Source: an optimization exercise on an open RTL-to-GDS flow (aim: small area and a short achievable clock period). Production flows keep margins and buffers that such runs may drop.
Only simulation tests tie the RTL to the original design; equivalence was not proved.
No activity file was given, so power comes from the tool's default toggle rates.

`flow/design.v`:
```
package cnn_pkg;
    localparam int DATA_W   = 21;
    localparam int POOL_W   = DATA_W - 1;
    localparam int MAX_W    = 256;
    localparam int DIM_W    = 9;
    localparam int LB_DEPTH = MAX_W / 2;
    localparam int LB_AW    = $clog2(LB_DEPTH);
    localparam logic [DIM_W-1:0] MAX_W_DIM = DIM_W'(MAX_W);
    typedef enum logic {
        IDLE = 1'b0,
        RUN  = 1'b1
    } state_t;
endpackage
import cnn_pkg::*;
module pool_line_buffer
(
    input  logic              clk,
    input  logic              sh,
    input  logic [POOL_W-1:0] din,
    input  logic [7:0]        fsel,
    input  logic [15:0]       csel,
    output logic [POOL_W-1:0] tap
);
    localparam int NF = 8;
    localparam int NC = 119;
    logic [POOL_W-1:0] f [NF];
    logic [POOL_W-1:0] c [NC];
    logic [POOL_W-1:0] g;
    always_comb begin
        g = '0;
        for (int i = 0; i < NF; i++) begin
            g = g | (f[i] & {POOL_W{fsel[i]}});
        end
        tap = g & {POOL_W{csel[0]}};
        for (int a = 1; a < 16; a++) begin
            tap = tap | (c[8*a-2] & {POOL_W{csel[a]}});
        end
    end
    always_ff @(posedge clk) begin
        if (sh) begin
            f[0] <= din;
            for (int i = 1; i < NF; i++) begin
                f[i] <= f[i-1];
            end
            c[0] <= g;
            for (int j = 1; j < NC; j++) begin
                c[j] <= c[j-1];
            end
        end
    end
endmodule
import cnn_pkg::*;
module relu_maxpool
(
    input  logic              clk,
    input  logic              rst,
    input  logic              clear,
    input  logic              start,
    input  logic [DIM_W-1:0]  map_width,
    input  logic [DIM_W-1:0]  map_height,
    input  logic [DATA_W-1:0] in_data,
    input  logic              in_valid,
    output logic [POOL_W-1:0] out,
    output logic              done,
    output logic              frame_done,
    output logic              busy,
    output logic              cfg_err
);
    logic               busy_q, done_q, frame_done_q, cfg_err_q;
    logic [DIM_W-1:0]   w_q, ccnt_q, rcnt_q;      
    logic               lastc_q, lastr_q, codd_q, rodd_q;
    logic [POOL_W-1:0]  m_q;                      
    logic [POOL_W-1:0]  pm_q;                     
    logic [POOL_W-1:0]  lb_q;                     
    logic [POOL_W-1:0]  out_q;
    logic               sh_q;                     
    logic [7:0]         fsel_q;
    logic [15:0]        csel_q;
    logic               p1_q;
    logic               accept, pair_ev, dims_ok;
    logic [POOL_W-1:0]  vraw, vrelu, m_d, pm_d, lb_d, tap;
    logic               neg, lb_use, lastp_q;
    logic [7:0]         sp1;
    logic [7:0]         fsel_d;
    logic [15:0]        csel_d;
    always_comb begin
        vraw    = in_data[POOL_W-1:0];
        neg     = in_data[DATA_W-1];
        accept  = busy_q && in_valid;
        pair_ev = accept && codd_q;
        dims_ok = (map_width >= DIM_W'(2)) && (map_width <= MAX_W_DIM) &&
                  (map_height >= DIM_W'(2));
        vrelu   = neg ? '0 : vraw;
        lb_use  = busy_q && (rodd_q ^ lastp_q);
        lb_d    = lb_use ? (p1_q ? pm_d : tap) : '0;
    end
    pool_max u_max_even (.a(lb_q), .b(vrelu), .y(m_d));
    pool_max u_max_odd  (.a(m_q),  .b(vrelu), .y(pm_d));
    always_comb begin
        sp1    = {1'b0, w_q[7:1]} - 8'd1;    
        if (w_q[8]) sp1 = 8'd127;
        fsel_d = '0;
        csel_d = '0;
        if (sp1 <= 8'd8) begin
            fsel_d[sp1[2:0] - 3'd1] = 1'b1;
            csel_d[0] = 1'b1;
        end else begin
            fsel_d[sp1[2:0]] = 1'b1;
            csel_d[sp1[6:3]] = 1'b1;
        end
    end
    always_ff @(posedge clk) begin
        fsel_q <= fsel_d;
        csel_q <= csel_d;
        p1_q   <= (sp1 == 8'd0);
    end
    always_ff @(posedge clk) begin
        if (rst || clear) begin
            busy_q       <= 1'b0;
            done_q       <= 1'b0;
            frame_done_q <= 1'b0;
            out_q        <= '0;
            if (rst) begin
                cfg_err_q <= 1'b0;
            end
        end else begin
            done_q       <= pair_ev && rodd_q;
            frame_done_q <= accept && lastc_q && lastr_q;
            if (!busy_q && start) begin
                if (dims_ok) begin
                    busy_q    <= 1'b1;
                    cfg_err_q <= 1'b0;
                end else begin
                    cfg_err_q <= 1'b1;
                end
            end
            if (accept && lastc_q && lastr_q) begin
                busy_q <= 1'b0;
            end
            if (pair_ev && rodd_q) begin
                out_q <= pm_d;
            end
        end
    end
    always_ff @(posedge clk) begin
        if (!busy_q && start) begin
            w_q     <= map_width;
            ccnt_q  <= map_width;
            rcnt_q  <= map_height;
            lastc_q <= 1'b0;
            lastp_q <= (map_width <= DIM_W'(3));
            lastr_q <= 1'b0;
            codd_q  <= 1'b0;
            rodd_q  <= 1'b0;
        end else if (accept) begin
            if (lastc_q) begin
                ccnt_q  <= w_q;
                lastc_q <= 1'b0;
                lastp_q <= (w_q <= DIM_W'(3));
                codd_q  <= 1'b0;
                rcnt_q  <= rcnt_q - DIM_W'(1);
                lastr_q <= (rcnt_q == DIM_W'(2));
                rodd_q  <= !rodd_q;
            end else begin
                ccnt_q  <= ccnt_q - DIM_W'(1);
                lastc_q <= (ccnt_q == DIM_W'(2));
                lastp_q <= (ccnt_q <= DIM_W'(3));
                codd_q  <= !codd_q;
            end
        end
        if (!codd_q) begin
            m_q <= m_d;
        end
        if (codd_q) begin
            pm_q <= pm_d;
        end
        if (codd_q || !busy_q) begin
            lb_q <= lb_d;
        end
        sh_q <= pair_ev;
    end
    pool_line_buffer u_line_buf (
        .clk  (clk),
        .sh   (sh_q),
        .din  (pm_q),
        .fsel (fsel_q),
        .csel (csel_q),
        .tap  (tap)
    );
    assign out        = out_q;
    assign done       = done_q;
    assign frame_done = frame_done_q;
    assign busy       = busy_q;
    assign cfg_err    = cfg_err_q;
endmodule
module pool_max
(
    input  logic [POOL_W-1:0] a,
    input  logic [POOL_W-1:0] b,
    output logic [POOL_W-1:0] y
);
    localparam int LV = $clog2(POOL_W);
    logic [POOL_W-1:0] gt [LV+1];
    logic [POOL_W-1:0] lt [LV+1];
    assign gt[0] = a & ~b;
    assign lt[0] = ~a & b;
    for (genvar k = 0; k < LV; k++) begin : g_lv
        for (genvar i = 0; i < POOL_W; i++) begin : g_bit
            if (i + (1 << k) < POOL_W) begin : g_comb
                assign gt[k+1][i] = gt[k][i+(1<<k)] | (~lt[k][i+(1<<k)] & gt[k][i]);
                assign lt[k+1][i] = lt[k][i+(1<<k)] | (~gt[k][i+(1<<k)] & lt[k][i]);
            end else begin : g_pass
                assign gt[k+1][i] = gt[k][i];
                assign lt[k+1][i] = lt[k][i];
            end
        end
    end
    for (genvar i = 0; i < POOL_W; i++) begin : g_out
        if (i == POOL_W - 1) begin : g_top
            assign y[i] = a[i] | b[i];
        end else begin : g_low
            assign y[i] = (a[i] & ~lt[LV][i+1]) | (b[i] & ~gt[LV][i+1]);
        end
    end
endmodule
```
`flow/run.sh`:
```
#!/bin/bash
# synth_recipe.tcl (not shown) runs the flow's synth.tcl, then flattens the netlist and writes it again
# the make line also repeats each setting of config.mk as NAME=value (left out here)
make -C /OpenROAD-flow-scripts/flow DESIGN_CONFIG=/design/flow/config.mk WORK_HOME=/design/flow/orfs CLKGATE_MAP_FILE= SYNTH_SCRIPT=/design/flow/synth_recipe.tcl finish
```
`flow/config.mk`:
```
export PLATFORM = sky130hd
export DESIGN_NAME = relu_maxpool
export DESIGN_NICKNAME = relu_maxpool
export VERILOG_FILES = /design/flow/design.v
export SDC_FILE = /design/flow/constraint.sdc
export NUM_CORES = 4
export LEC_CHECK = 0
export CAP_MARGIN = 20
export CORE_MARGIN = 2
export CORE_UTILIZATION = 50
export CTS_BUF_LIST = sky130_fd_sc_hd__clkbuf_8
export CTS_CLUSTER_SIZE = 25
export SETUP_SLACK_MARGIN = 3.2
export SLEW_MARGIN = 20
```
`flow/constraint.sdc`:
```
create_clock -name core_clock -period 5.5 [get_ports {clk}]
set_input_delay 1.1000 -clock core_clock [delete_from_list [all_inputs] [get_ports {clk}]]
set_output_delay 1.1000 -clock core_clock [all_outputs]
set_load 0.01 [all_outputs]
```
==> summary.txt, run 1 <==
Clock tree
  – Inserted Clock Buffers: 416
  – Clock tree from TritonCTS: built
  – Clock transition at path regs: 0.06 ns
  – Clock Root Buffer: clkbuf_8
  – Hold-fix buffer count after cts: 0
  – Clock tree sinks: roughly 2700
  – Maximum clock insertion buffer count: 4
  – Skew-Pair Late Insertion Delay: 1.06 ns
  – H-tree level count: 5

Finish
  – Final cell count without fillers: 7464
  – Final non-filler cell area: approximately 0.10 mm²
  – Fraction of final layout cells sized beyond drive strength 1: 23.61%
  – Area growth syn-to-layout: 17.36%
  – Fillers: 12850
  – Net count of the finished layout: 4854

Setup path
  – Cell-by-cell listing of the critical path: buf_6
  – Critical register-to-register path endpoint: fsel_q[0]$_DFF_P_
  – Category of the worst setup path launch point: flop
  – Buf+Inv Stages, Crit Path: 1
  – Required time at the endpoint of the critical path: 4.40 ns
  – Kind of critical path: reg -> out
  – CP arrival: roughly 1.6 ns
  – Start point of the critical path: out_q[16]$_SDFFE_PP0P_
  – Maximum fanout encountered on the critical timing path: 2
  – Depth of the most critical reg-to-reg path: 8
  – Standard cell with the maximum stage delay on the critical path: dfxtp_4
  – Worst stage delay on the critical path: 0.39 ns
  – Worst R2R Start: w_q[4]$_DFFE_PP_
  – Cell family with the largest share of critical-path delay: flip-flops
  – Kind of end point of the critical path: primary output
  – R2R setup slack: 2.87 ns

Placement
  – DP Area: 0.09266 mm²
  – Number of placed instances, taps included: around 6500
  – Quantity of I/O buffers inserted on ports: 67
  – Routability congestion estimate from global placement: roughly 0.91
  – HPWL after detailed placement: 98580 µm

Drt
  – WL met1: 84670 µm
  – Number of iterations in the first detailed-routing pass: 5
  – Mean number of vias per cell: roughly 5.5
  – Total number of vias: 40950
  – Met2 wire length: 76970 µm
  – Average wire length per cell after detail routing: 23.89 µm
  – DRC errors left: 0
  – Antenna Violating Nets Remaining: 0
  – Uppermost metal layer occupied by signal nets: met4
  – Wire length after detailed routing: 178300 µm
  – Met3 wire length: about 11000 µm
  – Number of DRC violations after detailed-routing iteration 0: 4241

Floorplanning
  – Die span in x: 425.3 µm
  – Number of top-level pins: 68
  – Number of rows created at floorplan: around 150
  – Die footprint: 0.1809 mm²
  – Starting utilization of the core area: about 50%
  – Core area: 0.1763 mm²
  – DIE HEIGHT: 425.3 µm

Global route
  – Via count of the first global-routing pass: 39240
  – First-pass GRT wire length: between 200000 and 300000 µm
  – Sum of overflow across all layers after global routing: 0
  – Total global routing track utilization: about a fifth
  – Largest net degree at the start of global routing: 192
  – Antenna violations before repair: 10

Power and ir drop
  – Pwr dens: 376.4 mW/mm²
  – Leakage power of the design: 28.85 nW
  – Worst IR Drop VDD: 0.2865 mV

Logic synthesis
  – Proportion of synthesized chip area in sequential cells: 90.15%
  – Number of register bits inferred by synthesis: 2682
  – Number of enable-type register cells in the synthesized netlist: 2629
  – Gate Count Post-Synth: between 4000 and 5000
  – Number of warning messages in the yosys log: 7
  – Most used DFF post-synth: edfxtp_1
  – Mapped Area: 0.08875 mm²
  – Synthesized net count: roughly 4200
  – Syn Area/Cell: 21.41 µm²
  – Synth async-reset ratio: 0%
  – Share of Yosys cell area claimed by the top area cell type: 88.95%
  – Top post-synthesis cells by area: edfxtp_1, a22oi_1, dfxtp_1
  – Post-synthesis cell type with the largest combined area: edfxtp_1
  – Number of unique standard cell types used by synthesis: 91

STA
  – Number of setup violations in the final report: 0
  – RSZ-0062 raised after global routing: yes
  – Maximum frequency from static timing analysis: 0.3744 GHz
  – Final Critical Period: 2.671 ns
  – Worst Max-Slew Pin Slew: 1.152 ns
  – Hold Violations, Final: 0
  – Remaining max-slew budget at the tightest pin: 23.01%
  – Period utilisation layout: 48.57%
  – Final count of pins violating max slew: 0
  – Post-Route Skew: 0.07657 ns
  – Setup TNS: 0 ns

Worst hold path
  – Hold Path Cell Cnt: 0
  – Worst hold endpoint: u_line_buf.c[3][3]$_DFFE_PP_
  – Path category of the worst min-delay check: reg -> reg
  – Hold wc startpoint: u_line_buf.c[2][3]$_DFFE_PP_

Run
  – Count of maximum capacitance violations: 0

Status
  – Run status: complete, no violations
-- cells by family after synthesis --
family / synth area share (%)
fa+ha+maj: 0.4610
simple gates: 2.695
flops: 90.15
buf+inv: 0.8712
xor+xnor: 0.2171
compound gates: 5.581
mux: 0.02678
-- worst max path at each step --
stage,slack (ns),cells after the start,to
2_1_floorplan,-12.70,0,u_line_buf.c[0][0]$_DFFE_PP_
3_3_place_gp,1.17,9,lb_q[5]$_SDFFCE_PN0P_
3_5_place_dp,1.15,9,lb_q[5]$_SDFFCE_PN0P_
4_1_cts,2.70,1,out[14]
5_1_grt,2.73,1,out[14]
6_report,2.83,1,out[16]
-- cell usage after synthesis, drive strengths merged, types with 4 or more instances --
cell,count
a2111oi,6
a211oi,63
a21boi,5
a21o,17
a21oi,137
a221oi,20
a22o,25
a22oi,185
a2bb2oi,5
a31o,4
a31oi,12
and2,12
and3,5
buf,38
clkbuf,76
dfxtp,53
edfxtp,2629
ha,10
inv,77
maj3,28
nand2,116
nand2b,45
nand3,30
nand4,41
nor2,131
nor2b,38
nor3,26
nor4,14
o2111ai,4
o211a,4
o211ai,12
o21a,20
o21ai,133
o21bai,4
o22ai,13
o2bb2ai,4
o31a,5
o31ai,12
o32ai,6
or2,5
xnor2,14
xor2,8
-- final cells by class --
class	count	area [µm²]	area share (%)
multi-input combinational	1271	10080	9.680
antenna	8	20.02	0.01922
inverter	79	326.6	0.3135
sequential	2682	80130	76.93
clock inverter	304	1424	1.367
timing repair buffer	348	3314	3.182
timing repair inverter	2	12.51	0.01201
tap	2340	2928	2.811
clock buffer	430	5918	5.682
-- timing repair --
action | CTS | global route
buffers inserted | 146 | 61
pin swaps | 117 | 130
gates cloned | 4 | 2
endpoints found under the setup margin | 1107 | 105
gates resized for setup | 525 | 263
hold endpoints to repair | 0 | 0
-- flip-flops by register name, indices dropped and copies added, names as in the netlist, 8 cells and up --
register,flops
u_line_buf.f,160
m_q,20
out_q,20
lb_q,20
csel_q,16
pm_q,20
rcnt_q,9
u_line_buf.c,2380
fsel_q,8
ccnt_q,9
w_q,9
-- routing by layer --
| metal | GRT usage, % | vias up |
|---|---|---|
| met2 | 26.77 | 1370 |
| met1 | 30.01 | 21230 |
| li1 | - | 18050 |
| met5 | 0 | - |
| met3 | 4.016 | 296 |
| met4 | 7.671 | 0 |
-- through the flow --
stage	power [mW]	setup WS [ns]	hold slack [ns]	util, %
after floorplan	23.52	-12.70	0.4003	-
after global placement	24.12	1.169	0.4001	52.56
after detailed placement	24.11	1.150	0.4045	52.56
after CTS	39.50	2.700	0.3538	58.19
after global routing	40.76	2.732	0.3685	59.07
final	39.21	2.829	0.3568	59.08
-- report_power, final --
part | switching (mW) | total [mW] | internal, mW
logic | 1.24 | 2.05 | 0.815
registers | 0.119 | 22.3 | 22.2
clock network | 7.29 | 14.8 | 7.54
total | 8.65 | 39.2 | 30.6
-- cell usage in the layout (no fill, tap or decap), types with 20 or more instances in the layout --
| cell | n |
|---|---|
| a21oi_2 | 33 |
| o21ai_2 | 23 |
| nand4_1 | 41 |
| a22oi_1 | 181 |
| edfxtp_1 | 2629 |
| nand2_1 | 99 |
| nand2b_1 | 22 |
| clkinv_1 | 113 |
| dfxtp_4 | 29 |
| clkinv_2 | 45 |
| a21oi_1 | 93 |
| a22o_1 | 25 |
| nand3_1 | 20 |
| inv_1 | 189 |
| nand2b_4 | 20 |
| nor2_1 | 96 |
| buf_4 | 212 |
| nor2b_1 | 20 |
| a211oi_2 | 25 |
| clkdlybuf4s50_1 | 23 |
| o21ai_0 | 73 |
| a211oi_1 | 24 |
| o21ai_1 | 33 |
| clkbuf_8 | 430 |
| buf_12 | 25 |
| buf_6 | 64 |
==> inputs of run 2 (changes only) <==
--- a/flow/design.v
+++ b/flow/design.v
@@ -78,9 +78,10 @@
     logic [15:0]        csel_q;
     logic               p1_q;
     logic               accept, pair_ev, dims_ok;
-    logic [POOL_W-1:0]  vraw, vrelu, m_d, pm_d, lb_d, tap;
+    logic [POOL_W-1:0]  vraw, vrelu, m_d, pm_d, lb_d, lbv, tap;
     logic               neg, lb_use, lastp_q;
-    logic [7:0]         sp1;
+    logic [6:0]         sp1_q;
+    logic               rsel_q;                   
     logic [7:0]         fsel_d;
     logic [15:0]        csel_d;
     always_comb begin
@@ -92,27 +93,27 @@
                   (map_height >= DIM_W'(2));
         vrelu   = neg ? '0 : vraw;
         lb_use  = busy_q && (rodd_q ^ lastp_q);
-        lb_d    = lb_use ? (p1_q ? pm_d : tap) : '0;
-    end
-    pool_max u_max_even (.a(lb_q), .b(vrelu), .y(m_d));
+        lb_d    = (lb_use && !p1_q) ? tap : '0;
+        lbv     = rsel_q ? pm_q : lb_q;
+    end
+    pool_max u_max_even (.a(lbv),  .b(vrelu), .y(m_d));
     pool_max u_max_odd  (.a(m_q),  .b(vrelu), .y(pm_d));
     always_comb begin
-        sp1    = {1'b0, w_q[7:1]} - 8'd1;    
-        if (w_q[8]) sp1 = 8'd127;
         fsel_d = '0;
         csel_d = '0;
-        if (sp1 <= 8'd8) begin
-            fsel_d[sp1[2:0] - 3'd1] = 1'b1;
+        if (sp1_q <= 7'd8) begin
+            fsel_d[sp1_q[2:0] - 3'd1] = 1'b1;
             csel_d[0] = 1'b1;
         end else begin
-            fsel_d[sp1[2:0]] = 1'b1;
-            csel_d[sp1[6:3]] = 1'b1;
-        end
-    end
-    always_ff @(posedge clk) begin
+            fsel_d[sp1_q[2:0]] = 1'b1;
+            csel_d[sp1_q[6:3]] = 1'b1;
+        end
+    end
+    always_ff @(posedge clk) begin
+        sp1_q  <= w_q[8] ? 7'd127 : w_q[7:1] - 7'd1;    
+        p1_q   <= (w_q[8:1] == 8'd1);
         fsel_q <= fsel_d;
         csel_q <= csel_d;
-        p1_q   <= (sp1 == 8'd0);
     end
     always_ff @(posedge clk) begin
         if (rst || clear) begin
@@ -152,6 +153,7 @@
             lastr_q <= 1'b0;
             codd_q  <= 1'b0;
             rodd_q  <= 1'b0;
+            rsel_q  <= 1'b0;
         end else if (accept) begin
             if (lastc_q) begin
                 ccnt_q  <= w_q;
@@ -161,6 +163,7 @@
                 rcnt_q  <= rcnt_q - DIM_W'(1);
                 lastr_q <= (rcnt_q == DIM_W'(2));
                 rodd_q  <= !rodd_q;
+                rsel_q  <= p1_q && !rodd_q;
             end else begin
                 ccnt_q  <= ccnt_q - DIM_W'(1);
                 lastc_q <= (ccnt_q == DIM_W'(2));
--- a/flow/config.mk
+++ b/flow/config.mk
@@ -8,7 +8,7 @@
 export CAP_MARGIN = 20
 export CORE_MARGIN = 2
 export CORE_UTILIZATION = 50
-export CTS_BUF_LIST = sky130_fd_sc_hd__clkbuf_8
-export CTS_CLUSTER_SIZE = 25
+export CTS_CLUSTER_DIAMETER = 120
+export CTS_CLUSTER_SIZE = 30
 export SETUP_SLACK_MARGIN = 3.2
 export SLEW_MARGIN = 20
==> summary.txt, run 2 <==
Logic synthesis
  – Number of enable-type register cells in the synthesized netlist: 2629
  – Gate Count Post-Synth: 4104
  – Share of Yosys cell area claimed by the top area cell type: 88.89%
  – Synth async-reset ratio: 0%
  – Post-synthesis cell type with the largest combined area: edfxtp_1
  – Number of register bits inferred by synthesis: 2690
  – Most used DFF post-synth: edfxtp_1
  – Number of unique standard cell types used by synthesis: 80
  – Top post-synthesis cells by area: edfxtp_1, a22oi_1, dfxtp_1
  – Syn Area/Cell: 21.64 µm²
  – Proportion of synthesized chip area in sequential cells: 90.27%
  – Number of warning messages in the yosys log: 7
  – Mapped Area: 0.08881 mm²
  – Synthesized net count: between 4000 and 5000
  – Cell with the most instances after synthesis: edfxtp_1
  – Ranking of synthesized cells by instance count: edfxtp_1, a22oi_1, nor2_1

Finish
  – Fillers: around 13000
  – Leading cell type in the layout, fill and taps excluded: edfxtp_1
  – Most flops, register: u_line_buf.c
  – Leading registers by flop count: u_line_buf.c x2380, u_line_buf.f x160
  – Net count of the finished layout: 4478
  – Top library cells by usage in the layout, fill and taps aside: edfxtp_1, a22oi_1, buf_4, nor2_1, nand2_1
  – Fraction of final layout cells sized beyond drive strength 1: between 10% and 20%
  – Area growth syn-to-layout: 11.50%
  – Flip-flop count of the largest register, all copies and words added: roughly 2400

Worst hold path
  – Path category of the worst min-delay check: reg -> reg
  – Hold wc startpoint: u_line_buf.c[2][9]$_DFFE_PP_
  – Hold Path Cell Cnt: 0
  – Worst hold endpoint: u_line_buf.c[3][9]$_DFFE_PP_

Clock tree
  – Maximum clock insertion buffer count: 3
  – Inserted Clock Buffers: 100
  – Clock Root Buffer: clkbuf_16
  – Clock tree sinks: 2690
  – Clock transition at path regs: ~0.11 ns
  – Clock tree from TritonCTS: built
  – H-tree level count: 3
  – Skew-Pair Late Insertion Delay: about 0.76 ns

Global route
  – First-pass GRT wire length: 236700 µm
  – Total global routing track utilization: approximately 18%
  – Via count of the first global-routing pass: 35570
  – Sum of overflow across all layers after global routing: 0
  – Antenna violations before repair: 3
  – Largest net degree at the start of global routing: between 150 and 200

Setup path
  – Kind of critical path: in -> reg
  – Worst R2R Start: m_q[17]$_DFFE_PN_
  – R2R setup slack: 2.81 ns
  – Depth of the most critical reg-to-reg path: 8
  – Required time at the endpoint of the critical path: about 6 ns
  – CP arrival: 3.23 ns
  – Maximum fanout encountered on the critical timing path: 11
  – Category of the worst setup path launch point: primary input
  – Kind of end point of the critical path: flop
  – Critical register-to-register path endpoint: pm_q[0]$_DFFE_PP_

Status
  – Run status: complete, no violations

STA
  – Maximum frequency from static timing analysis: 0.3692 GHz
  – Final count of pins violating max slew: 0
  – Final Critical Period: 2.708 ns
  – PnR worst setup slack: 2.792 ns
  – Hold Violations, Final: 0
  – Period utilisation layout: 49.24%
  – Setup TNS: 0 ns
  – Remaining max-slew budget at the tightest pin: between 20% and 30%
  – Post-Route Skew: between 0.03 and 0.04 ns
  – Number of setup violations in the final report: 0
  – Worst Max-Slew Pin Slew: 1.094 ns
  – RSZ-0062 raised after global routing: yes

Floorplanning
  – Number of rows created at floorplan: between 150 and 200
  – Die span in x: between 400 and 500 µm
  – Number of top-level pins: 68
  – Core area: 0.1763 mm²
  – DIE HEIGHT: ~430 µm
  – Die footprint: 0.1810 mm²
  – Starting utilization of the core area: 50.37%

Drt
  – Average wire length per cell after detail routing: 24.37 µm
  – Number of iterations in the first detailed-routing pass: 6
  – Antenna Violating Nets Remaining: 0
  – Mean number of vias per cell: 5.646
  – DRC errors left: 0
  – Total number of vias: roughly 38000
  – Wire length after detailed routing: 165400 µm
  – Number of DRC violations after detailed-routing iteration 0: 5091

Power and ir drop
  – Leakage power of the design: about 26 nW
  – Worst IR Drop VDD: 0.2460 mV
  – Pwr dens: 334.7 mW/mm²

Placement
  – HPWL after detailed placement: between 90000 and 100000 µm
  – Quantity of I/O buffers inserted on ports: 67
  – Minimum setup slack after placement: roughly 0.96 ns
  – Routability congestion estimate from global placement: 0.8415

Run
  – Count of maximum capacitance violations: 0
==> run 2: cell count changes in the layout (fill, tap and decap cells not counted), moves of 21 or more <==
cell       previous run  this run
nor2_1               96       117
a21oi_1              93        61
inv_1               189        44
a22o_1               25         4
clkbuf_8            430         0
clkbuf_16             2       103
clkinv_1            113         0
buf_4               212       172
a22oi_1             181       204
clkinv_2             45         1
==> run 2: how the worst max path moves through the flow <==
stage / start / endpoint / slack [ns]
5_1_grt: m_q[18]$_DFFE_PN_ / pm_q[0]$_DFFE_PP_ / 2.75
6_report: in_data[7] / pm_q[0]$_DFFE_PP_ / 2.79
3_5_place_dp: in_data[19] / m_q[7]$_DFFE_PN_ / 0.96
3_3_place_gp: in_data[19] / m_q[7]$_DFFE_PN_ / 0.99
4_1_cts: m_q[18]$_DFFE_PN_ / pm_q[0]$_DFFE_PP_ / 2.83
2_1_floorplan: sh_q$_DFF_P_ / u_line_buf.c[0][0]$_DFFE_PP_ / -12.70
==> run 2: power by group <==
part	internal [mW]	switching, mW
sequential	22.2	0.110
clock	3.46	5.60
combinational	0.696	1.05
==> run 2: logic make-up after synthesis <==
family | synth area share, %
adders and majority gates | 0.4706
and+or+nand+nor | 2.854
AOI/OAI and AO/OA | 5.097
muxes | 0.3057
buffers and inverters | 0.7467
DFF | 90.27
xor gates and xnor gates | 0.2564
==> run 2: through the flow <==
stage	util (%)	hold WS (ns)	cells	power, mW	area [µm²]
2_1_floorplan	-	0.4003	4104	23.53	88810
3_3_place_gp	52.57	0.4001	6467	24.06	92690
3_5_place_dp	52.57	0.4045	6467	24.06	92690
4_1_cts	55.55	0.4127	6732	33.36	97940
5_1_grt	56.17	0.4198	6786	34.29	99020
6_report	56.17	0.4122	6787	33.15	99030
==> run 2: layout make-up <==
cell class              instances  area [µm²]  share of cell area (%)
repair buffers                323        3261                   3.293
clock inverters                 7       93.84                 0.09476
multi-input cells            1248        9614                   9.709
diodes                          1       2.502                0.002527
inverters                      54       221.5                  0.2236
flip-flops and latches       2690       80240                   81.03
clock buffers                 121        2645                   2.671
well taps                    2340        2928                   2.957
repair inverters                3       20.02                 0.02022
==> run 2: what timing repair did <==
item | CTS | global route
hold buffers | 0 | 0
gates resized for setup | 548 | 157
pin swaps | 91 | 81
buffers inserted | 128 | 53
cloned | 9 | 0
endpoints found under the setup margin | 1153 | 526
==> run 2: critical path, stage by stage <==
cell and delay (ns):
clkdlybuf4s15_2 0.33, nand2b_1 0.11, maj3_1 0.40, nor2_2 0.16
o21ai_2 0.11, o31a_1 0.29, o21a_1 0.19, o311a_1 0.30
or2_1 0.23
==> run 2: routing by layer <==
metal  part of all wire (%)  track usage (%)
met5                 0.0054                0
met4                    2.7            5.272
met3                    5.4            2.329
met2                     43            25.30
met1                     49            28.94
==> inputs of run 3 (changes only) <==
--- a/flow/config.mk
+++ b/flow/config.mk
@@ -5,10 +5,10 @@
 export SDC_FILE = /design/flow/constraint.sdc
 export NUM_CORES = 4
 export LEC_CHECK = 0
-export CAP_MARGIN = 20
+export CAP_MARGIN = 0
 export CORE_MARGIN = 2
 export CORE_UTILIZATION = 50
 export CTS_CLUSTER_DIAMETER = 120
 export CTS_CLUSTER_SIZE = 30
 export SETUP_SLACK_MARGIN = 3.2
-export SLEW_MARGIN = 20
+export SLEW_MARGIN = 0
==> summary.txt, run 3 <==
Power and ir drop
  – Gate power share: 5.3%
  – Switching pwr: between 6 and 7 mW
  – Pwr dens: between 300 and 400 mW/mm²
  – Reg power frac: 67.4%
  – Clock share of power: 27.3%
  – Switching part of the total power: between 20% and 30%
  – Leakage power of the design: 25.82 nW
  – Int Power: between 20 and 30 mW
  – Worst IR Drop VDD: 0.2476 mV

Setup path
  – Maximum fanout encountered on the critical timing path: 7
  – Worst stage delay on the critical path: 0.36 ns
  – Most frequent cell on the critical path: o21a_1
  – Buf+Inv Stages, Crit Path: 2
  – CP arrival: ~3.2 ns
  – Kind of end point of the critical path: flop
  – Cell-by-cell listing of the critical path: buf_2, inv_2, o21a_1, a221o_1, maj3_2, a211o_1, o21a_1, o311a_1, or2_1
  – Standard cell with the maximum stage delay on the critical path: maj3_2
  – Kind of critical path: in -> reg
  – Required time at the endpoint of the critical path: between 6 and 7 ns
  – Cell family with the largest share of critical-path delay: compound AO/OA/AOI/OAI gates
  – Category of the worst setup path launch point: primary input

STA
  – Setup TNS: 0 ns
  – RSZ-0062 raised after global routing: yes
  – Final worst hold slack: 0.4074 ns
  – Post-Route Skew: 0.03108 ns
  – Final Critical Period: 2.699 ns
  – Hold Violations, Final: 0
  – Remaining max-slew budget at the tightest pin: 29.47%
  – Maximum frequency from static timing analysis: 0.3705 GHz
  – Period utilisation layout: 49.07%
  – Worst Max-Slew Pin Slew: between 1 and 1.5 ns
  – Number of setup violations in the final report: 0
  – Final count of pins violating max slew: 0

Floorplanning
  – Number of top-level pins: just under 70
  – Starting utilization of the core area: slightly above 50%
  – Die footprint: 0.1810 mm²
  – Core area: about 0.18 mm²
  – DIE HEIGHT: around 430 µm
  – Number of rows created at floorplan: approximately 150
  – Die span in x: 425.4 µm

Worst hold path
  – Path category of the worst min-delay check: reg -> reg

Logic synthesis
  – Proportion of synthesized chip area in sequential cells: between 90% and 100%
  – Top post-synthesis cells by area: edfxtp_1, a22oi_1, dfxtp_1
  – Syn Area/Cell: 21.64 µm²
  – Gate Count Post-Synth: 4104
  – Ranking of synthesized cells by instance count: edfxtp_1, a22oi_1, nor2_1
  – Synthesized net count: 4162
  – Number of warning messages in the yosys log: 7
  – Share of Yosys cell area claimed by the top area cell type: around 89%
  – Number of register bits inferred by synthesis: 2690
  – Cell with the most instances after synthesis: edfxtp_1
  – Most used DFF post-synth: edfxtp_1
  – Mapped Area: 0.08881 mm²
  – Number of enable-type register cells in the synthesized netlist: 2629
  – Synth async-reset ratio: 0%
  – Number of unique standard cell types used by synthesis: 80
  – Post-synthesis cell type with the largest combined area: edfxtp_1

Finish
  – Leading cell type in the layout, fill and taps excluded: edfxtp_1
  – Most flops, register: u_line_buf.c
  – Flip-flop count of the largest register, all copies and words added: 2380
  – Area growth syn-to-layout: 11.50%
  – Net count of the finished layout: 4477
  – Share of the core filled with cells in the final layout: 56.16%
  – Fraction of final layout cells sized beyond drive strength 1: 16.56%
  – Top library cells by usage in the layout, fill and taps aside: edfxtp_1, a22oi_1, buf_4, nor2_1, nand2_1
  – Final non-filler cell area: 0.09902 mm²
  – Leading registers by flop count: u_line_buf.c x2380, u_line_buf.f x160
  – Total inserted antenna cells: 0

Placement
  – DP Area: 0.09269 mm²
  – Routability congestion estimate from global placement: 0.8415
  – HPWL after detailed placement: 93890 µm
  – Quantity of I/O buffers inserted on ports: 67

Clock tree
  – Inserted Clock Buffers: 100
  – Hold-fix buffer count after cts: 0
  – Clock tree from TritonCTS: built
  – Skew-Pair Late Insertion Delay: 0.77 ns
  – Maximum clock insertion buffer count: 3
  – Clock Root Buffer: clkbuf_16
  – Clock tree sinks: 2690
  – Clock transition at path regs: 0.11 ns
  – H-tree level count: 3

Global route
  – Total global routing track utilization: 17.82%
  – Largest net degree at the start of global routing: 198
  – Antenna violations before repair: 3
  – First-pass GRT wire length: 236700 µm
  – Via count of the first global-routing pass: 35570
  – Sum of overflow across all layers after global routing: 0

Drt
  – DRC errors left: 0
  – Number of DRC violations after detailed-routing iteration 0: slightly above 5000
  – Number of iterations in the first detailed-routing pass: 6
  – Antenna Violating Nets Remaining: 0
  – WL met1: 80370 µm
  – Met3 wire length: ~8700 µm
  – Total number of vias: between 30000 and 40000
  – Mean number of vias per cell: 5.670
  – Met2 wire length: 72020 µm
  – Wire length after detailed routing: 165600 µm
  – Average wire length per cell after detail routing: 24.41 µm
  – Uppermost metal layer occupied by signal nets: met5

Run
  – Count of maximum capacitance violations: 0

Status
  – Run status: complete, no violations
## run 3: cell counts after synthesis
No cell type changed its count.
## run 3: final cells by class
type / instances / area (µm²)
clock buffer: 121 / 2645
clock inverter: 7 / 93.84
fill: 13100 / 77280
inverter: 54 / 221.5
multi-input combinational: 1248 / 9614
sequential: 2690 / 80240
tap: 2340 / 2928
timing repair buffer: 322 / 3257
timing repair inverter: 3 / 20.02
## run 3: worst reg2reg max path, cell delays in order (launching register included)
cell and delay [ns]:
dfxtp_4 0.38, buf_12 0.15, buf_12 0.14, mux2i_4 0.20, buf_12 0.17, buf_4 0.14
a21oi_4 0.27, o31ai_2 0.14, a22oi_2 0.31, o21ai_2 0.10, o21a_1 0.22, buf_4 0.13
nand2_1 0.04, o31ai_1 0.06
## run 3: what timing repair did
action | CTS | global route
pin swaps | 91 | 87
endpoints found under the hold margin | 0 | 0
resized for setup | 548 | 161
setup endpoints to repair | 1153 | 528
setup buffers | 128 | 53
cloned | 9 | 0
## run 3: final timing paths
path,startpoint,end,slack (ns),depth (start not counted)
setup reg to reg,rsel_q$_SDFFE_PP0P_,m_q[1]$_DFFE_PN_,2.81,13
hold / removal,u_line_buf.c[2][9]$_DFFE_PP_,u_line_buf.c[3][9]$_DFFE_PP_,0.41,0
hold reg to reg,u_line_buf.c[2][9]$_DFFE_PP_,u_line_buf.c[3][9]$_DFFE_PP_,0.41,0
setup / recovery,in_data[18],pm_q[0]$_DFFE_PP_,2.80,9
## run 3: layer usage
metal / up-vias / track usage [%]
li1: 17010 / -
met3: 212 / 2.329
met5: - / 0
met1: 20140 / 28.94
met2: 1105 / 25.30
met4: 2 / 5.272
## run 3: metrics by stage
step / total power, mW / instances / setup slack, ns
6_report: 33.15 / 6785 / 2.801
5_1_grt: 34.29 / 6785 / 2.750
4_1_cts: 33.36 / 6732 / 2.827
3_5_place_dp: 24.06 / 6467 / 0.9591
3_3_place_gp: 24.06 / 6467 / 0.9931
2_1_floorplan: 23.53 / 4104 / -12.70
## run 3: kinds of logic after synthesis
logic type / Yosys count / synth area share [%]
AO/OA/AOI/OAI: 642 / 5.097
AND/OR/NAND/NOR: 516 / 2.854
adder cells (fa/ha/maj): 38 / 0.4706
XOR/XNOR: 26 / 0.2564
buffers and inverters: 166 / 0.7467
multiplexers: 26 / 0.3057
flip-flops: 2690 / 90.27
## run 3: power by group through the flow
stage / registers, mW / clock network, mW / logic (mW)
finish: 22.3 / 9.06 / 1.75
global placement: 22.8 / 0 / 1.22
floorplan: 22.8 / 0 / 0.749
detailed placement: 22.8 / 0 / 1.22
CTS: 22.3 / 9.44 / 1.59
global route: 22.4 / 10.1 / 1.86
==> inputs of run 4 (changes only) <==
--- a/flow/design.v
+++ b/flow/design.v
@@ -78,7 +78,7 @@
     logic [15:0]        csel_q;
     logic               p1_q;
     logic               accept, pair_ev, dims_ok;
-    logic [POOL_W-1:0]  vraw, vrelu, m_d, pm_d, lb_d, lbv, tap;
+    logic [POOL_W-1:0]  vraw, m_d, pm_d, lb_d, lbv, tap;
     logic               neg, lb_use, lastp_q;
     logic [6:0]         sp1_q;
     logic               rsel_q;                   
@@ -91,13 +91,12 @@
         pair_ev = accept && codd_q;
         dims_ok = (map_width >= DIM_W'(2)) && (map_width <= MAX_W_DIM) &&
                   (map_height >= DIM_W'(2));
-        vrelu   = neg ? '0 : vraw;
         lb_use  = busy_q && (rodd_q ^ lastp_q);
         lb_d    = (lb_use && !p1_q) ? tap : '0;
         lbv     = rsel_q ? pm_q : lb_q;
     end
-    pool_max u_max_even (.a(lbv),  .b(vrelu), .y(m_d));
-    pool_max u_max_odd  (.a(m_q),  .b(vrelu), .y(pm_d));
+    pool_max u_max_even (.a(lbv), .v(vraw), .neg(neg), .y(m_d));
+    pool_max u_max_odd  (.a(m_q), .v(vraw), .neg(neg), .y(pm_d));
     always_comb begin
         fsel_d = '0;
         csel_d = '0;
@@ -199,30 +198,100 @@
 module pool_max
 (
     input  logic [POOL_W-1:0] a,
-    input  logic [POOL_W-1:0] b,
+    input  logic [POOL_W-1:0] v,
+    input  logic              neg,
     output logic [POOL_W-1:0] y
 );
     localparam int LV = $clog2(POOL_W);
-    logic [POOL_W-1:0] gt [LV+1];
-    logic [POOL_W-1:0] lt [LV+1];
-    assign gt[0] = a & ~b;
-    assign lt[0] = ~a & b;
+    logic [POOL_W-1:0] g [LV+1];
+    logic [POOL_W-1:0] e [LV+1];
+    for (genvar i = 0; i < POOL_W; i++) begin : g_bit0
+        pool_max_bit u_b (.a(a[i]), .v(v[i]), .neg(neg), .g(g[0][i]), .e(e[0][i]));
+    end
     for (genvar k = 0; k < LV; k++) begin : g_lv
         for (genvar i = 0; i < POOL_W; i++) begin : g_bit
             if (i + (1 << k) < POOL_W) begin : g_comb
-                assign gt[k+1][i] = gt[k][i+(1<<k)] | (~lt[k][i+(1<<k)] & gt[k][i]);
-                assign lt[k+1][i] = lt[k][i+(1<<k)] | (~gt[k][i+(1<<k)] & lt[k][i]);
+                if (k % 2 == 0) begin : g_t
+                    pool_max_ct u_c (.gh(g[k][i+(1<<k)]), .eh(e[k][i+(1<<k)]),
+                                     .gl(g[k][i]), .el(e[k][i]),
+                                     .gn(g[k+1][i]), .en(e[k+1][i]));
+                end else begin : g_n
+                    pool_max_cn u_c (.gnh(g[k][i+(1<<k)]), .enh(e[k][i+(1<<k)]),
+                                     .gnl(g[k][i]), .enl(e[k][i]),
+                                     .g(g[k+1][i]), .e(e[k+1][i]));
+                end
             end else begin : g_pass
-                assign gt[k+1][i] = gt[k][i];
-                assign lt[k+1][i] = lt[k][i];
+                pool_max_inv u_i (.a(g[k][i]), .y(g[k+1][i]));
+                pool_max_inv u_j (.a(e[k][i]), .y(e[k+1][i]));
             end
         end
     end
     for (genvar i = 0; i < POOL_W; i++) begin : g_out
         if (i == POOL_W - 1) begin : g_top
-            assign y[i] = a[i] | b[i];
-        end else begin : g_low
-            assign y[i] = (a[i] & ~lt[LV][i+1]) | (b[i] & ~gt[LV][i+1]);
-        end
-    end
-endmodule
+            assign y[i] = a[i] | (v[i] & ~neg);
+        end else if (LV % 2 == 1) begin : g_low
+            pool_max_out u_o (.a(a[i]), .v(v[i]), .neg(neg),
+                              .gn(g[LV][i+1]), .en(e[LV][i+1]), .y(y[i]));
+        end else begin : g_low_t
+            pool_max_out u_o (.a(a[i]), .v(v[i]), .neg(neg),
+                              .gn(~g[LV][i+1]), .en(~e[LV][i+1]), .y(y[i]));
+        end
+    end
+endmodule
+module pool_max_bit
+(
+    input  logic a,
+    input  logic v,
+    input  logic neg,
+    output logic g,
+    output logic e
+);
+    logic b;
+    assign b = v & ~neg;
+    assign g = a & ~b;
+    assign e = ~(a ^ b);
+endmodule
+module pool_max_ct
+(
+    input  logic gh,
+    input  logic eh,
+    input  logic gl,
+    input  logic el,
+    output logic gn,
+    output logic en
+);
+    assign gn = ~(gh | (eh & gl));
+    assign en = ~(eh & el);
+endmodule
+module pool_max_cn
+(
+    input  logic gnh,
+    input  logic enh,
+    input  logic gnl,
+    input  logic enl,
+    output logic g,
+    output logic e
+);
+    assign g = ~(gnh & (enh | gnl));
+    assign e = ~(enh | enl);
+endmodule
+module pool_max_inv
+(
+    input  logic a,
+    output logic y
+);
+    assign y = ~a;
+endmodule
+module pool_max_out
+(
+    input  logic a,
+    input  logic v,
+    input  logic neg,
+    input  logic gn,
+    input  logic en,
+    output logic y
+);
+    logic b;
+    assign b = v & ~neg;
+    assign y = (a & ~(gn & en)) | (b & gn);
+endmodule
--- a/flow/config.mk
+++ b/flow/config.mk
@@ -5,10 +5,11 @@
 export SDC_FILE = /design/flow/constraint.sdc
 export NUM_CORES = 4
 export LEC_CHECK = 0
-export CAP_MARGIN = 0
+export CAP_MARGIN = 20
 export CORE_MARGIN = 2
 export CORE_UTILIZATION = 50
 export CTS_CLUSTER_DIAMETER = 120
 export CTS_CLUSTER_SIZE = 30
 export SETUP_SLACK_MARGIN = 3.2
-export SLEW_MARGIN = 0
+export SLEW_MARGIN = 20
+export SYNTH_HIERARCHICAL = 1
==> summary.txt, run 4 <==
Status
  – Run status: complete, no violations

STA
  – RSZ-0062 raised after global routing: yes
  – Post-Route Skew: 0.04246 ns
  – Final count of pins violating max slew: 0
  – Hold Violations, Final: 0
  – Remaining max-slew budget at the tightest pin: 27.63%
  – Final Critical Period: 2.479 ns
  – Number of setup violations in the final report: 0
  – Worst Max-Slew Pin Slew: about 1.1 ns
  – Period utilisation layout: 45.08%
  – Maximum frequency from static timing analysis: 0.4033 GHz
  – Setup TNS: 0 ns

Global route
  – Antenna violations before repair: 7
  – Total global routing track utilization: 16.29%
  – Via count of the first global-routing pass: ~33000
  – Largest net degree at the start of global routing: 191
  – Sum of overflow across all layers after global routing: 0
  – First-pass GRT wire length: around 220000 µm

Floorplanning
  – Starting utilization of the core area: 50.23%
  – Die footprint: 0.1799 mm²
  – Number of rows created at floorplan: 154
  – DIE HEIGHT: roughly 420 µm
  – Number of top-level pins: 68
  – Die span in x: between 400 and 500 µm
  – Core area: 0.1757 mm²

Setup path
  – Category of the worst setup path launch point: flop
  – Kind of critical path: reg -> reg
  – Kind of end point of the critical path: flop
  – Required time at the endpoint of the critical path: 6.00 ns
  – CP arrival: between 2 and 3 ns
  – Maximum fanout encountered on the critical timing path: 6

Clock tree
  – Clock tree from TritonCTS: built
  – Hold-fix buffer count after cts: 0
  – Clock Root Buffer: clkbuf_16
  – H-tree level count: 3
  – Clock transition at path regs: 0.12 ns
  – Maximum clock insertion buffer count: 3
  – Clock tree sinks: 2690
  – Skew-Pair Late Insertion Delay: 0.77 ns
  – Inserted Clock Buffers: 100

Logic synthesis
  – Gate Count Post-Synth: 3975
  – Number of warning messages in the yosys log: 13
  – Share of Yosys cell area claimed by the top area cell type: 89.44%
  – Mapped Area: 0.08827 mm²
  – Post-synthesis cell type with the largest combined area: edfxtp_1
  – Proportion of synthesized chip area in sequential cells: 90.82%
  – Number of register bits inferred by synthesis: 2690
  – Synth async-reset ratio: 0%
  – Most used DFF post-synth: edfxtp_1
  – Top post-synthesis cells by area: edfxtp_1, a22oi_1, dfxtp_1
  – Synthesized net count: around 4100
  – Number of unique standard cell types used by synthesis: 58
  – Cell with the most instances after synthesis: edfxtp_1
  – Ranking of synthesized cells by instance count: edfxtp_1, a22oi_1, nand2_1
  – Number of enable-type register cells in the synthesized netlist: 2629
  – Syn Area/Cell: approximately 22 µm²

Placement
  – DP Area: roughly 0.092 mm²
  – Number of placed instances, taps included: 6370
  – Quantity of I/O buffers inserted on ports: between 60 and 70
  – HPWL after detailed placement: ~85000 µm
  – Routability congestion estimate from global placement: 0.8104

Power and ir drop
  – Switching part of the total power: between 20% and 30%
  – Worst IR Drop VDD: between 0.2 and 0.3 mV
  – Leakage power of the design: approximately 25 nW
  – Gate power share: about 4.3%
  – Clock share of power: 27.6%
  – Int Power: 26.21 mW
  – Pwr dens: 341.2 mW/mm²
  – Switching pwr: 6.690 mW
  – Reg power frac: 68.1%

Finish
  – Top library cells by usage in the layout, fill and taps aside: edfxtp_1, a22oi_1, inv_1, nand2_1, clkbuf_16
  – Leading registers by flop count: u_line_buf.c x2380, u_line_buf.f x160
  – Final cell count without fillers: 6537
  – Leading cell type in the layout, fill and taps excluded: edfxtp_1
  – Net count of the finished layout: 4270
  – Fraction of final layout cells sized beyond drive strength 1: around 14%
  – Share of the core filled with cells in the final layout: 54.87%
  – Area growth syn-to-layout: 9.233%
  – Most flops, register: u_line_buf.c
  – Final non-filler cell area: about 0.096 mm²
  – Flip-flop count of the largest register, all copies and words added: between 2000 and 2500

Drt
  – DRC errors left: 0
  – Wire length after detailed routing: between 150000 and 200000 µm
  – Total number of vias: 35420
  – Average wire length per cell after detail routing: 23.09 µm
  – Number of DRC violations after detailed-routing iteration 0: 4140
  – Antenna Violating Nets Remaining: 0
  – Number of iterations in the first detailed-routing pass: 5
  – Mean number of vias per cell: 5.419

Run
  – Count of maximum capacitance violations: 0

Worst hold path
  – Path category of the worst min-delay check: reg -> reg
==> run 4: cell count changes in the layout (fill, tap and decap cells not counted), sizes merged, moves of 24 or more <==
cell,before,now
a211oi,33,3
a32o,4,38
buf,285,133
ha,14,52
inv,55,184
maj3,24,0
nand2,119,181
nor2,133,94
nor2b,36,1
nor3,39,14
==> run 4: Yosys stat by module, one instance, submodules excluded <==
module / copies in the design / flip-flops and latches
pool_max: 2 / 0
pool_line_buffer: 1 / 2540
relu_maxpool: 1 / 150
pool_max_out: 38 / 0
pool_max_inv: 124 / 0
pool_max_ct: 72 / 0
pool_max_bit: 38 / 0
pool_max_cn: 56 / 0
==> run 4: per-layer routing <==
layer,vias to the layer above,GRT usage (%),wire length [µm]
met5,-,0,0
met3,168,2.979,8648
li1,15950,-,-
met4,0,4.318,3585
met1,18490,26.34,73360
met2,818,22.88,65370
==> run 4: worst max-delay path, cell delays in order, from the launching register on <==
cell,delay (ns)
dfxtp_4,0.44
buf_12,0.16
mux2_4,0.35
ha_4,0.26
a21oi_4,0.20
o21ai_2,0.09
buf_4,0.15
a21oi_4,0.15
o21ai_2,0.08
inv_2,0.07
nand2_1,0.05
a32o_1,0.20
==> run 4: path summary, 6_finish.rpt <==
check	from	to	slack, ns	cells past startpoint
setup / recovery	rsel_q$_SDFFE_PP0P_	m_q[6]$_DFFE_PN_	3.02	11
hold / removal	u_line_buf.c[12][9]$_DFFE_PP_	u_line_buf.c[13][9]$_DFFE_PP_	0.40	0
setup reg to reg	rsel_q$_SDFFE_PP0P_	m_q[6]$_DFFE_PN_	3.02	11
hold reg to reg	u_line_buf.c[12][9]$_DFFE_PP_	u_line_buf.c[13][9]$_DFFE_PP_	0.40	0
==> run 4: logic make-up after synthesis <==
family	share of synthesized area [%]
AO/OA/AOI/OAI	4.344
XOR/XNOR	0.1984
adder cells (fa/ha/maj)	0.7371
buffers and inverters	1.110
flip-flops	90.82
multiplexers	0.3359
AND/OR/NAND/NOR	2.455
==> run 4: repair_timing <==
action,in CTS,in global routing
pin swaps,97,38
setup endpoints to repair,1170,259
cloned,2,1
resized for setup,358,103
setup buffers,31,8
==> run 4: per-stage QoR <==
step	hold slack (ns)	power [mW]	worst slack, ns
3_5_place_dp	0.4045	24.10	1.655
4_1_cts	0.3906	33.23	2.901
6_report	0.3965	32.90	3.021
3_3_place_gp	0.4001	24.09	1.650
2_1_floorplan	0.4003	23.61	-12.70
5_1_grt	0.4020	34.05	2.961
==> run 4: area by class of cell <==
type / instances / area (µm²)
diodes: 2 / 5.005
clock buffers: 113 / 2551
clock inverters: 10 / 217.7
fillers: 13210 / 79310
inverters: 179 / 676.9
multi-input cells: 1038 / 8035
flip-flops and latches: 2690 / 80270
well taps: 2340 / 2928
repair buffers: 165 / 1738
==> run 4: power groups by stage <==
stage	clock, mW	combinational [mW]	sequential [mW]
after floorplan	0	0.776	22.8
after global placement	0	1.21	22.9
after detailed placement	0	1.22	22.9
after CTS	9.48	1.34	22.4
after global routing	10.1	1.52	22.4
final	9.09	1.40	22.4
==> inputs of run 5 (changes only) <==
--- a/flow/config.mk
+++ b/flow/config.mk
@@ -12,4 +12,3 @@
 export CTS_CLUSTER_SIZE = 30
 export SETUP_SLACK_MARGIN = 3.2
 export SLEW_MARGIN = 20
-export SYNTH_HIERARCHICAL = 1
==> summary.txt, run 5 <==
Clock tree
  – H-tree level count: 3
  – Clock tree sinks: 2690
  – Clock transition at path regs: 0.11 ns
  – Hold-fix buffer count after cts: 0
  – Clock Root Buffer: clkbuf_16
  – Clock tree from TritonCTS: built
  – Maximum clock insertion buffer count: 3
  – Skew-Pair Late Insertion Delay: 0.76 ns
  – Inserted Clock Buffers: 100

Setup path
  – Buf+Inv Stages, Crit Path: 2
  – Standard cell with the maximum stage delay on the critical path: a221o_1
  – Kind of critical path: in -> reg
  – Cell family with the largest share of critical-path delay: compound AO/OA/AOI/OAI gates
  – Maximum fanout encountered on the critical timing path: 8
  – Kind of end point of the critical path: flop
  – CP arrival: 3.28 ns
  – Required time at the endpoint of the critical path: 6.14 ns
  – Worst stage delay on the critical path: 0.37 ns
  – Category of the worst setup path launch point: primary input
  – Cell-by-cell listing of the critical path: buf_12, buf_8, nand2b_4, ha_4, and3b_2, a221o_1, a21o_1, or3_1, a22o_1, o21ba_1

Drt
  – Number of iterations in the first detailed-routing pass: 5
  – Average wire length per cell after detail routing: 24.09 µm
  – Wire length after detailed routing: 152100 µm
  – Total number of vias: 34750
  – Antenna Violating Nets Remaining: 0
  – DRC errors left: 0
  – Number of DRC violations after detailed-routing iteration 0: 4601
  – Mean number of vias per cell: 5.505

Floorplanning
  – DIE HEIGHT: between 400 and 500 µm
  – Core area: 0.1721 mm²
  – Number of rows created at floorplan: about 150
  – Number of top-level pins: 68
  – Die footprint: 0.1770 mm²
  – Die span in x: 420.7 µm
  – Starting utilization of the core area: 50.44%

STA
  – PnR worst setup slack: around 2.9 ns
  – Maximum frequency from static timing analysis: 0.3790 GHz
  – Final count of pins violating max slew: 0
  – Hold Violations, Final: 0
  – Worst Max-Slew Pin Slew: about 1.1 ns
  – Number of setup violations in the final report: 0
  – Final Critical Period: roughly 2.6 ns
  – Setup TNS: 0 ns
  – RSZ-0062 raised after global routing: yes
  – Period utilisation layout: 47.98%
  – Post-Route Skew: 0.03989 ns
  – Remaining max-slew budget at the tightest pin: slightly below 30%

Power and ir drop
  – Leakage power of the design: around 25 nW
  – Worst IR Drop VDD: 0.2507 mV
  – Pwr dens: 341.7 mW/mm²

Global route
  – Largest net degree at the start of global routing: 184
  – Total global routing track utilization: between 10% and 20%
  – Antenna violations before repair: 7
  – Via count of the first global-routing pass: ~32000
  – Sum of overflow across all layers after global routing: 0
  – First-pass GRT wire length: ~210000 µm

Finish
  – Leading registers by flop count: u_line_buf.c x2380, u_line_buf.f x160
  – Net count of the finished layout: 4066
  – Most flops, register: u_line_buf.c
  – Flip-flop count of the largest register, all copies and words added: between 2000 and 2500
  – Leading cell type in the layout, fill and taps excluded: edfxtp_1
  – Fillers: 12660
  – Fraction of final layout cells sized beyond drive strength 1: 12.48%
  – Area growth syn-to-layout: 10.19%
  – Top library cells by usage in the layout, fill and taps aside: edfxtp_1, a22oi_1, clkbuf_16, buf_4, nor2_1

Placement
  – Routability congestion estimate from global placement: 0.7919
  – Minimum setup slack after placement: 1.069 ns
  – HPWL after detailed placement: 85830 µm
  – Quantity of I/O buffers inserted on ports: 67

Logic synthesis
  – Synth async-reset ratio: 0%
  – Post-synthesis cell type with the largest combined area: edfxtp_1
  – Share of Yosys cell area claimed by the top area cell type: between 90 and 100%
  – Mapped Area: ~0.087 mm²
  – Number of enable-type register cells in the synthesized netlist: about 2600
  – Number of warning messages in the yosys log: 7
  – Syn Area/Cell: 23.29 µm²
  – Top post-synthesis cells by area: edfxtp_1, a22oi_1, dfxtp_1
  – Proportion of synthesized chip area in sequential cells: 92.35%
  – Gate Count Post-Synth: around 3700
  – Most used DFF post-synth: edfxtp_1
  – Cell with the most instances after synthesis: edfxtp_1
  – Number of unique standard cell types used by synthesis: 60
  – Number of register bits inferred by synthesis: around 2700
  – Ranking of synthesized cells by instance count: edfxtp_1, a22oi_1, o21ai_0
  – Synthesized net count: 3828

Worst hold path
  – Path category of the worst min-delay check: reg -> reg

Run
  – Count of maximum capacitance violations: 0

Status
  – Run status: complete, no violations
==> run 5: changes by cell type after synthesis, moves of 37 or more <==
cell / change
o21ai_2: -56
a32o_1: -37
inv_1: -140
nand2_1: -110
o21ai_0: +63
a21oi_2: -73
==> run 5: final cells by class <==
| type | instances | area, µm² | share of cell area [%] |
|---|---|---|---|
| Antenna cell | 3 | 7.507 | 0.007849 |
| Clock buffer | 130 | 2679 | 2.801 |
| Clock inverter | 6 | 96.34 | 0.1007 |
| Inverter | 36 | 140.1 | 0.1465 |
| Multi-Input combinational cell | 932 | 7382 | 7.718 |
| Sequential cell | 2690 | 80280 | 83.93 |
| Tap cell | 2310 | 2890 | 3.022 |
| Timing Repair Buffer | 206 | 2177 | 2.276 |
==> run 5: report_power, final <==
| part | total (mW) | leakage, nW | internal (mW) | switching (mW) |
|---|---|---|---|---|
| sequential | 22.3 | 19.5 | 22.2 | 0.105 |
| combinational | 1.26 | 3.78 | 0.497 | 0.766 |
| clock | 9.09 | 1.34 | 3.48 | 5.61 |
| total | 32.7 | 24.6 | 26.2 | 6.48 |
==> run 5: path summary, 6_finish.rpt <==
kind                                       from                             to  slack [ns]  cells after the start
hold / removal    u_line_buf.c[26][0]$_DFFE_PP_  u_line_buf.c[27][0]$_DFFE_PP_        0.41                      0
setup reg to reg            rsel_q$_SDFFE_PP0P_               m_q[1]$_DFFE_PN_        2.90                     10
hold reg to reg   u_line_buf.c[26][0]$_DFFE_PP_  u_line_buf.c[27][0]$_DFFE_PP_        0.41                      0
setup / recovery                    in_data[20]          out_q[6]$_SDFFE_PP0P_        2.86                     10
==> run 5: metrics by stage <==
stage	util (%)	area, µm²	total power [mW]	hold slack (ns)	instances
floorplan	-	86810	23.31	0.4003	3728
global placement	52.75	90790	23.76	0.4000	6095
detailed placement	52.76	90800	23.76	0.4045	6095
CTS	55.28	95140	33.01	0.4094	6287
global route	55.57	95650	33.78	0.4192	6312
finish	55.57	95650	32.69	0.4127	6313
==> run 5: logic make-up after synthesis <==
| kind of cell | synth area share, % |
|---|---|
| flops | 92.35 |
| compound gates | 3.615 |
| simple gates | 2.211 |
| buf+inv | 0.4584 |
| fa+ha+maj | 0.8072 |
| xor+xnor | 0.2522 |
| mux | 0.3056 |
==> run 5: worst reg2reg max path: cells and delay by family, from the launching register on <==
| kind | cells | cell delay, ns |
|---|---|---|
| flip-flops | 1 | 0.43 |
| AND/OR/NAND/NOR | 3 | 0.45 |
| adder cells (fa/ha/maj) | 1 | 0.22 |
| buffers and inverters | 2 | 0.32 |
| multiplexers | 1 | 0.34 |
| AO/OA/AOI/OAI | 3 | 0.59 |
==> run 5: what timing repair did <==
item / in CTS / in global routing
buffers inserted: 53 / 23
gates resized for setup: 406 / 81
pin swaps: 63 / 42
setup endpoints to repair: 1614 / 247
gates cloned: 3 / 0
==> run 5: routing by layer <==
metal / track usage [%] / up-vias / routed length [µm]
li1: - / 15420 / -
met1: 26.59 / 18270 / 72630
met2: 23.77 / 871 / 66410
met3: 3.009 / 189 / 8876
met4: 4.848 / 2 / 4169
met5: 0 / - / 8
==> inputs of run 6 (changes only) <==
--- a/flow/design.v
+++ b/flow/design.v
@@ -78,10 +78,9 @@
     logic [15:0]        csel_q;
     logic               p1_q;
     logic               accept, pair_ev, dims_ok;
-    logic [POOL_W-1:0]  vraw, m_d, pm_d, lb_d, lbv, tap;
-    logic               neg, lb_use, lastp_q;
+    logic [POOL_W-1:0]  vraw, m_d, pm_d, lb_d, tap;
+    logic               neg, lb_use, lb_pm, lb_tap, lastp_q;
     logic [6:0]         sp1_q;
-    logic               rsel_q;                   
     logic [7:0]         fsel_d;
     logic [15:0]        csel_d;
     always_comb begin
@@ -92,11 +91,13 @@
         dims_ok = (map_width >= DIM_W'(2)) && (map_width <= MAX_W_DIM) &&
                   (map_height >= DIM_W'(2));
         lb_use  = busy_q && (rodd_q ^ lastp_q);
-        lb_d    = (lb_use && !p1_q) ? tap : '0;
-        lbv     = rsel_q ? pm_q : lb_q;
+        lb_pm   = lb_use && p1_q;
+        lb_tap  = lb_use && !p1_q;
     end
-    pool_max u_max_even (.a(lbv), .v(vraw), .neg(neg), .y(m_d));
-    pool_max u_max_odd  (.a(m_q), .v(vraw), .neg(neg), .y(pm_d));
+    pool_max #(.GATED(1'b0)) u_max_even (.a(lb_q), .v(vraw), .neg(neg), .y(m_d),
+                                         .k(1'b0), .t('0), .kt(1'b0), .yk());
+    pool_max #(.GATED(1'b1)) u_max_odd  (.a(m_q),  .v(vraw), .neg(neg), .y(pm_d),
+                                         .k(lb_pm), .t(tap), .kt(lb_tap), .yk(lb_d));
     always_comb begin
         fsel_d = '0;
         csel_d = '0;
@@ -152,7 +153,6 @@
             lastr_q <= 1'b0;
             codd_q  <= 1'b0;
             rodd_q  <= 1'b0;
-            rsel_q  <= 1'b0;
         end else if (accept) begin
             if (lastc_q) begin
                 ccnt_q  <= w_q;
@@ -162,7 +162,6 @@
                 rcnt_q  <= rcnt_q - DIM_W'(1);
                 lastr_q <= (rcnt_q == DIM_W'(2));
                 rodd_q  <= !rodd_q;
-                rsel_q  <= p1_q && !rodd_q;
             end else begin
                 ccnt_q  <= ccnt_q - DIM_W'(1);
                 lastc_q <= (ccnt_q == DIM_W'(2));
@@ -196,13 +195,20 @@
     assign cfg_err    = cfg_err_q;
 endmodule
 module pool_max
+#(
+    parameter bit GATED = 1'b0
+)
 (
     input  logic [POOL_W-1:0] a,
     input  logic [POOL_W-1:0] v,
     input  logic              neg,
-    output logic [POOL_W-1:0] y
+    output logic [POOL_W-1:0] y,
+    input  logic              k,
+    input  logic [POOL_W-1:0] t,
+    input  logic              kt,
+    output logic [POOL_W-1:0] yk
 );
-    localparam int LV = $clog2(POOL_W);
+    localparam int LV = $clog2(POOL_W);    
     logic [POOL_W-1:0] g [LV+1];
     logic [POOL_W-1:0] e [LV+1];
     for (genvar i = 0; i < POOL_W; i++) begin : g_bit0
@@ -228,13 +234,18 @@
     end
     for (genvar i = 0; i < POOL_W; i++) begin : g_out
         if (i == POOL_W - 1) begin : g_top
-            assign y[i] = a[i] | (v[i] & ~neg);
-        end else if (LV % 2 == 1) begin : g_low
+            assign y[i]  = a[i] | (v[i] & ~neg);
+            assign yk[i] = GATED ? ((k & y[i]) | (kt & t[i])) : 1'b0;
+        end else begin : g_low
             pool_max_out u_o (.a(a[i]), .v(v[i]), .neg(neg),
                               .gn(g[LV][i+1]), .en(e[LV][i+1]), .y(y[i]));
-        end else begin : g_low_t
-            pool_max_out u_o (.a(a[i]), .v(v[i]), .neg(neg),
-                              .gn(~g[LV][i+1]), .en(~e[LV][i+1]), .y(y[i]));
+            if (GATED) begin : g_k
+                pool_max_outk u_k (.a(a[i]), .v(v[i]), .neg(neg),
+                                   .gn(g[LV][i+1]), .en(e[LV][i+1]),
+                                   .k(k), .t(t[i]), .kt(kt), .y(yk[i]));
+            end else begin : g_nk
+                assign yk[i] = 1'b0;
+            end
         end
     end
 endmodule
@@ -295,3 +306,19 @@
     assign b = v & ~neg;
     assign y = (a & ~(gn & en)) | (b & gn);
 endmodule
+module pool_max_outk
+(
+    input  logic a,
+    input  logic v,
+    input  logic neg,
+    input  logic gn,
+    input  logic en,
+    input  logic k,
+    input  logic t,
+    input  logic kt,
+    output logic y
+);
+    logic b;
+    assign b = v & ~neg;
+    assign y = (k & a & ~(gn & en)) | (k & b & gn) | (kt & t);
+endmodule
--- a/flow/config.mk
+++ b/flow/config.mk
@@ -12,3 +12,4 @@
 export CTS_CLUSTER_SIZE = 30
 export SETUP_SLACK_MARGIN = 3.2
 export SLEW_MARGIN = 20
+export SYNTH_HIERARCHICAL = 1
==> summary.txt, run 6 <==
Setup path
  – Maximum fanout encountered on the critical timing path: 2
  – Kind of end point of the critical path: primary output
  – Worst stage delay on the critical path: 0.45 ns
  – Cell-by-cell listing of the critical path: buf_6
  – Buf+Inv Stages, Crit Path: 1
  – CP arrival: 1.34 ns
  – Standard cell with the maximum stage delay on the critical path: dfxtp_4

Clock tree
  – Maximum clock insertion buffer count: 3
  – Clock Root Buffer: clkbuf_16
  – Clock transition at path regs: 0.12 ns
  – H-tree level count: 3
  – Clock tree from TritonCTS: built
  – Clock tree sinks: 2689
  – Inserted Clock Buffers: 100
  – Skew-Pair Late Insertion Delay: 0.76 ns

Finish
  – Top library cells by usage in the layout, fill and taps aside: edfxtp_1, a22oi_1, nand2_1, inv_1, clkbuf_16
  – Leading registers by flop count: u_line_buf.c x2380, u_line_buf.f x160
  – Fillers: 13240
  – Area of combinational cells with multiple inputs: 0.008292 mm²
  – Total inserted antenna cells: 0
  – Fraction of final layout cells sized beyond drive strength 1: roughly 13%
  – Final cell count without fillers: 6612
  – Leading cell type in the layout, fill and taps excluded: edfxtp_1
  – Final non-filler cell area: 0.09669 mm²
  – Total area of sequential cells: 0.08026 mm²

Global route
  – Via count of the first global-routing pass: 34050
  – Antenna violations before repair: 14
  – Sum of overflow across all layers after global routing: 0
  – First-pass GRT wire length: 225100 µm
  – Total global routing track utilization: 16.90%

STA
  – Post-Route Skew: roughly 0.033 ns
  – Hold Violations, Final: 0
  – Setup TNS: 0 ns
  – Maximum frequency from static timing analysis: 0.4098 GHz
  – PnR worst setup slack: 3.060 ns
  – Number of setup violations in the final report: 0
  – Period utilisation layout: 44.37%
  – Remaining max-slew budget at the tightest pin: around 27%
  – Final Critical Period: 2.440 ns
  – RSZ-0062 raised after global routing: yes

Placement
  – DP Area: 0.09276 mm²
  – HPWL after detailed placement: 90650 µm
  – Quantity of I/O buffers inserted on ports: 67

Drt
  – Number of DRC violations after detailed-routing iteration 0: about 4100
  – Number of iterations in the first detailed-routing pass: 5
  – Total number of vias: 36290
  – Wire length after detailed routing: about 160000 µm
  – DRC errors left: 0
  – Mean number of vias per cell: 5.488
  – Antenna Violating Nets Remaining: 0

Logic synthesis
  – Gate Count Post-Synth: 4043
  – Number of warning messages in the yosys log: 16
  – Syn Area/Cell: 21.95 µm²
  – Synthesized net count: 4140

Power and ir drop
  – Switching pwr: approximately 6.7 mW
  – Sum of internal, switching and leakage power: approximately 33 mW
  – Leakage power of the design: 25.42 nW
  – Worst IR Drop VDD: 0.2677 mV
  – Pwr dens: 340.4 mW/mm²
  – Int Power: 26.22 mW
  – Gate power share: 4.6%

Floorplanning
  – Starting utilization of the core area: around 50%
  – Die span in x: 425.3 µm
  – Number of rows created at floorplan: 154
  – DIE HEIGHT: 425.3 µm
  – Number of top-level pins: 68
  – Core area: 0.1763 mm²
  – Die footprint: 0.1808 mm²

Worst hold path
  – Path category of the worst min-delay check: reg -> reg

Status
  – Run status: complete, no violations

Run
  – Count of maximum capacitance violations: 0
run 6: cell type report:
class	count	area share (%)
timing repair inverter	1	0.005176
multi-input combinational	1105	8.576
sequential	2689	83.01
clock inverter	8	0.1165
clock buffer	125	2.707
timing repair buffer	163	1.850
inverter	181	0.7104
tap	2340	3.028
run 6: worst register-to-register path: stages, from the launching register on:
cell      delay, ns
edfxtp_1       0.53
ha_4           0.32
a21oi_4        0.17
o21ai_2        0.10
a21oi_2        0.18
o21ai_2        0.09
a21oi_4        0.25
nand2_1        0.09
a32o_2         0.23
nand2_1        0.06
a21oi_1        0.06
run 6: path summary, 6_finish.rpt:
check / to / cells past startpoint / start / slack [ns]
setup / recovery: out[12] / 1 / out_q[12]$_SDFFE_PP0P_ / 3.06
hold / removal: u_line_buf.c[41][11]$_DFFE_PP_ / 0 / u_line_buf.c[40][11]$_DFFE_PP_ / 0.41
setup reg to reg: out_q[2]$_SDFFE_PP0P_ / 10 / m_q[12]$_DFFE_PN_ / 3.26
hold reg to reg: u_line_buf.c[41][11]$_DFFE_PP_ / 0 / u_line_buf.c[40][11]$_DFFE_PP_ / 0.41
run 6: metal layers:
metal	global-route usage, %	share of wire [%]	vias up	wire length (µm)
li1	-	-	16220	-
met1	26.42	48	19130	75400
met2	25.51	45	755	71380
met3	2.090	4.4	169	6848
met4	4.238	2.1	10	3332
met5	0	0.047	-	74
run 6: power groups by stage:
stage	clock network (mW)	registers, mW	logic [mW]
CTS	9.45	22.4	1.39
finish	9.05	22.4	1.51
floorplan	0	22.8	0.842
detailed placement	0	22.8	1.29
global placement	0	22.8	1.28
global route	10.1	22.4	1.63
run 6: timing repair:
item,4_1_cts,5_1_grt
buffers inserted,14,12
pin swaps,25,36
gates resized for setup,319,107
setup endpoints to repair,190,590
hold buffers,0,0
cloned,3,3
run 6: per-stage QoR:
stage / hold slack (ns) / utilization [%]
after floorplan: 0.4003 / -
after global placement: 0.4003 / 52.57
after detailed placement: 0.4045 / 52.61
after CTS: 0.4120 / 54.51
after global routing: 0.4120 / 54.84
final: 0.4110 / 54.84

Re-timed with assumed drivers on the ports (clkbuf_16 on the clock, buf_2 on other inputs), run 6 has 2.978 ns of setup slack against 3.060 ns with ideal ports, and 2.152 ns once port delays also move by the mid clock arrival of 0.826 ns.
